Background: an optimization exercise with open tools, aiming at small area. Do not read the settings as production practice.
In this exercise RTL edits were held to simulation tests only and were not proved equivalent to the original.
Power is estimated from default activity; no workload was simulated.

== north ==
## icmp_echo_tx
module icmp_echo_tx #(
    parameter logic [47:0] board_mac       = 48'h00_11_22_33_44_55,
    parameter logic [31:0] board_ip        = {8'd192, 8'd168, 8'd0, 8'd2},
    parameter logic [47:0] default_dst_mac = 48'hff_ff_ff_ff_ff_ff,
    parameter logic [31:0] default_dst_ip  = {8'd192, 8'd168, 8'd0, 8'd3},
    parameter int          fifo_depth      = 64
) (
    input  logic                      gmii_tx_clk,
    input  logic                      rst,
    input  logic                      tx_start,
    input  logic [15:0]               tx_byte_num,
    input  logic [47:0]               dst_mac,
    input  logic [31:0]               dst_ip,
    input  logic [15:0]               icmp_id,
    input  logic [15:0]               icmp_seq,
    input  logic [31:0]               data_sum,      
    input  logic [7:0]                payload_data,
    input  logic                      payload_wr,
    output logic                      payload_full,
    output logic                      gmii_tx_en,
    output logic [7:0]                gmii_txd,
    output logic                      busy,
    output logic                      tx_done
);
Settings: LEC_CHECK=0, CAP_MARGIN=20, CORE_MARGIN=2, CORE_UTILIZATION=60, PLACE_DENSITY=0.7, SLEW_MARGIN=20; clock period 8.0 ns.
standard.sh (not shown) runs the stock make flow with config.mk's settings and CLKGATE_MAP_FILE= SYNTH_SCRIPT=/design/flow/synth_recipe.tcl, a recipe that flattens the netlist after the stock synthesis.
==> flow/flow/run.sh <==
#!/bin/bash
# Own layout flow: the standard flow (standard.sh) with these changes:
#  - synthesis maps the logic with an area-oriented ABC script (flow/abc_area.script)
#    in place of ORFS's speed script; everything else in synthesis is unchanged
#  - the port buffers are buf_1 cells instead of clkdlybuf4s50_1
#  - clock tree synthesis uses larger sink clusters and inserts no dummy loads
#  - repair_design and repair_timing may resize a cell to one of another footprint
#    (the platform's MATCH_CELL_FOOTPRINT keeps them to the same footprint), so a weak
#    driver of a long net can be sized up instead of getting a buffer
# The tools' logs are ORFS's, under orfs/logs; make's own output goes to flow_make.log.
set -euo pipefail
cd "$(dirname "$0")/.."
W=$PWD
rm -rf "$W/scripts_mod"
cp -r "$FLOW_HOME/scripts" "$W/scripts_mod"
cp "$W/flow/abc_area.script" "$W/scripts_mod/abc_speed.script"
sed -i '/append_env_var additional_args MATCH_CELL_FOOTPRINT -match_cell_footprint 0/d' "$W/scripts_mod/util.tcl"
export SCRIPTS_DIR="$W/scripts_mod"
export BUFFER_PORTS_ARGS="-buffer_cell sky130_fd_sc_hd__buf_1"
export CTS_ARGS="-sink_clustering_enable -repair_clock_nets -dont_use_dummy_load -sink_clustering_size 14 -sink_clustering_max_diameter 60 -buf_list {sky130_fd_sc_hd__clkbuf_4 sky130_fd_sc_hd__clkbuf_8}"
bash "$W/standard.sh" > "$W/flow_make.log" 2>&1
==> flow/flow/abc_area.script <==
strash
dc2
dc2
dch -f
amap -F 4 -A 4
topo
stime -c
Modified inputs, south compared to north
# north
export LEC_CHECK = 0
export CAP_MARGIN = 20
export CORE_MARGIN = 2
export CORE_UTILIZATION = 60
export PLACE_DENSITY = 0.7
export SLEW_MARGIN = 20
create_clock -name core_clock -period 8.0 [get_ports {gmii_tx_clk}]
# south
export LEC_CHECK = 0
export CAP_MARGIN = 20
export CORE_MARGIN = 2
export CORE_UTILIZATION = 55
export PLACE_DENSITY = 0.8
export SLEW_MARGIN = 20
create_clock -name core_clock -period 8.0 [get_ports {gmii_tx_clk}]
Notes after the runs:
Comparing the two runs side by side, south comes out behind north on worst clock skew.
south vs north — overall power of the completed layout climbed slightly
Relative to north, the peak supply drop measured on south has decreased by a few percent.
Input changes introduced in east (baseline for comparison: south):
# south
export LEC_CHECK = 0
export CAP_MARGIN = 20
export CORE_MARGIN = 2
export CORE_UTILIZATION = 55
export PLACE_DENSITY = 0.8
export SLEW_MARGIN = 20
create_clock -name core_clock -period 8.0 [get_ports {gmii_tx_clk}]
# east
export LEC_CHECK = 0
export CAP_MARGIN = 20
export CORE_MARGIN = 2
export CORE_UTILIZATION = 55
export PLACE_DENSITY = 0.65
export SLEW_MARGIN = 20
create_clock -name core_clock -period 8.0 [get_ports {gmii_tx_clk}]
==> run notes <==
- On proportion of cell area occupied by multi-input gates, east and south are basically level.
- Compare east and south | share of power burned in combinational logic lower: south
- Comparing east and south, the lower worst slew margin relative to its limit was measured on east.

========
Setup of old:
Starting RTL as in the previous note.
==> flow/config.mk <==
export PLATFORM = sky130hd
export DESIGN_NAME = icmp_echo_tx
export DESIGN_NICKNAME = icmp_echo_tx
export VERILOG_FILES = /design/flow/design.v
export SDC_FILE = /design/flow/constraint.sdc
export NUM_CORES = 4
export LEC_CHECK = 0
export CAP_MARGIN = 20
export CORE_MARGIN = 2
export CORE_UTILIZATION = 60
export PLACE_DENSITY = 0.7
export SLEW_MARGIN = 20
==> flow/constraint.sdc <==
create_clock -name core_clock -period 8.0 [get_ports {gmii_tx_clk}]
set_input_delay 1.6000 -clock core_clock [delete_from_list [all_inputs] [get_ports {gmii_tx_clk}]]
set_output_delay 1.6000 -clock core_clock [all_outputs]
set_load 0.01 [all_outputs]
==> flow/flow/run.sh <==
#!/bin/bash
# Own layout flow: the standard flow (standard.sh) with these changes:
#  - synthesis maps the logic with an area-oriented ABC script (flow/abc_area.script)
#    in place of ORFS's speed script; everything else in synthesis is unchanged
#  - the port buffers are buf_1 cells instead of clkdlybuf4s50_1
#  - clock tree synthesis uses larger sink clusters and inserts no dummy loads
#  - repair_design and repair_timing may resize a cell to one of another footprint
#    (the platform's MATCH_CELL_FOOTPRINT keeps them to the same footprint), so a weak
#    driver of a long net can be sized up instead of getting a buffer
#  - after global routing, cells off the critical paths are sized down (RECOVER_POWER)
# The tools' logs are ORFS's, under orfs/logs; make's own output goes to flow_make.log.
set -euo pipefail
cd "$(dirname "$0")/.."
W=$PWD
rm -rf "$W/scripts_mod"
cp -r "$FLOW_HOME/scripts" "$W/scripts_mod"
cp "$W/flow/abc_area.script" "$W/scripts_mod/abc_speed.script"
sed -i '/append_env_var additional_args MATCH_CELL_FOOTPRINT -match_cell_footprint 0/d' "$W/scripts_mod/util.tcl"
export SCRIPTS_DIR="$W/scripts_mod"
export RECOVER_POWER=100
export BUFFER_PORTS_ARGS="-buffer_cell sky130_fd_sc_hd__buf_1"
export CTS_ARGS="-sink_clustering_enable -repair_clock_nets -dont_use_dummy_load -sink_clustering_size 14 -sink_clustering_max_diameter 60 -buf_list {sky130_fd_sc_hd__clkbuf_4 sky130_fd_sc_hd__clkbuf_8}"
bash "$W/standard.sh" > "$W/flow_make.log" 2>&1
Scripts as last shown in full above: flow/flow/abc_area.script
[flow] old | stages: complete | final checks: fail | reason: max-capacitance violations, max-slew violations
Input changes introduced in new (baseline for comparison: old):
Settings: changing PLACE_DENSITY from 0.7 to 0.65; changing CORE_UTILIZATION from 60 to 55.
==> flow/flow/run.sh <==
#!/bin/bash
# Own layout flow: the standard flow (standard.sh) with these changes:
#  - synthesis maps the logic with an area-oriented ABC script (flow/abc_area.script)
#    in place of ORFS's speed script; everything else in synthesis is unchanged
#  - the port buffers are buf_1 cells instead of clkdlybuf4s50_1
#  - clock tree synthesis uses larger sink clusters and inserts no dummy loads
#  - repair_design and repair_timing may resize a cell to one of another footprint
#    (the platform's MATCH_CELL_FOOTPRINT keeps them to the same footprint), so a weak
#    driver of a long net can be sized up instead of getting a buffer
# The tools' logs are ORFS's, under orfs/logs; make's own output goes to flow_make.log.
set -euo pipefail
cd "$(dirname "$0")/.."
W=$PWD
rm -rf "$W/scripts_mod"
cp -r "$FLOW_HOME/scripts" "$W/scripts_mod"
cp "$W/flow/abc_area.script" "$W/scripts_mod/abc_speed.script"
sed -i '/append_env_var additional_args MATCH_CELL_FOOTPRINT -match_cell_footprint 0/d' "$W/scripts_mod/util.tcl"
export SCRIPTS_DIR="$W/scripts_mod"
export BUFFER_PORTS_ARGS="-buffer_cell sky130_fd_sc_hd__buf_1"
export CTS_ARGS="-sink_clustering_enable -repair_clock_nets -dont_use_dummy_load -sink_clustering_size 14 -sink_clustering_max_diameter 60 -buf_list {sky130_fd_sc_hd__clkbuf_4 sky130_fd_sc_hd__clkbuf_8}"
bash "$W/standard.sh" > "$W/flow_make.log" 2>&1
==> flow/flow/abc_area.script <==
strash
dc2
dc2
dch -f
amap
topo
stime -c
Notes after the runs:
- new: number of tap cells added at floorplan is 72 higher than what old reported.
- Summary — minimum clock period after layout, new relative to old: lower, by 320 ps.
- Relative to old, the cell area power density of new is lower by about 1%.
- Compared new vs old, and required time of the worst setup path is up in new.
- The lower hold slack came out of old.
- new finished every step from synthesis to the final layout, and the layout passed the timing, design-rule and antenna checks.
- Die area on new is up relative to old.
- Non-clock buffer count (lower): old
- Of old and new, old shows the higher core utilization, with new below it.
- Route | new vs old | wire longer in new
- Total power after layout essentially unchanged between new and old.

## what the ideal ports hide
No port has a modelled driver above. Below, the same layouts with a new extraction and two added sets of constraints. Step 1, drivers: a clkbuf_16 drives gmii_tx_clk and a buf_2 each remaining input, both assumed. Step 2 also shifts input and output timing later by t, the mid clock arrival at the registers, as if the neighbouring blocks saw the same clock. Three values: no drivers, after step 1, after step 2; two values: the first two.
| run | shift t [ns] | setup slack, ns | worst setup path at the end | worst register clock-pin slew, ns |
|---|---|---|---|---|
| north | 0.719 | 1.467 / 1.467 / 1.467 | register to register | 0.10 / 0.10 |
| south | 0.667 | 1.473 / 1.473 / 1.473 | register to register | 0.09 / 0.09 |
| east | 0.716 | 1.330 / 1.330 / 1.330 | register to register | 0.10 / 0.10 |
| old | 0.719 | 1.006 / 1.038 / 0.319 | input to register | 0.10 / 0.10 |
| new | 0.718 | 1.322 / 1.322 / 1.322 | register to register | 0.10 / 0.10 |
The setup slack of old, which loses most, moves by +0.032 ns with the drivers and by -0.687 ns with both steps.
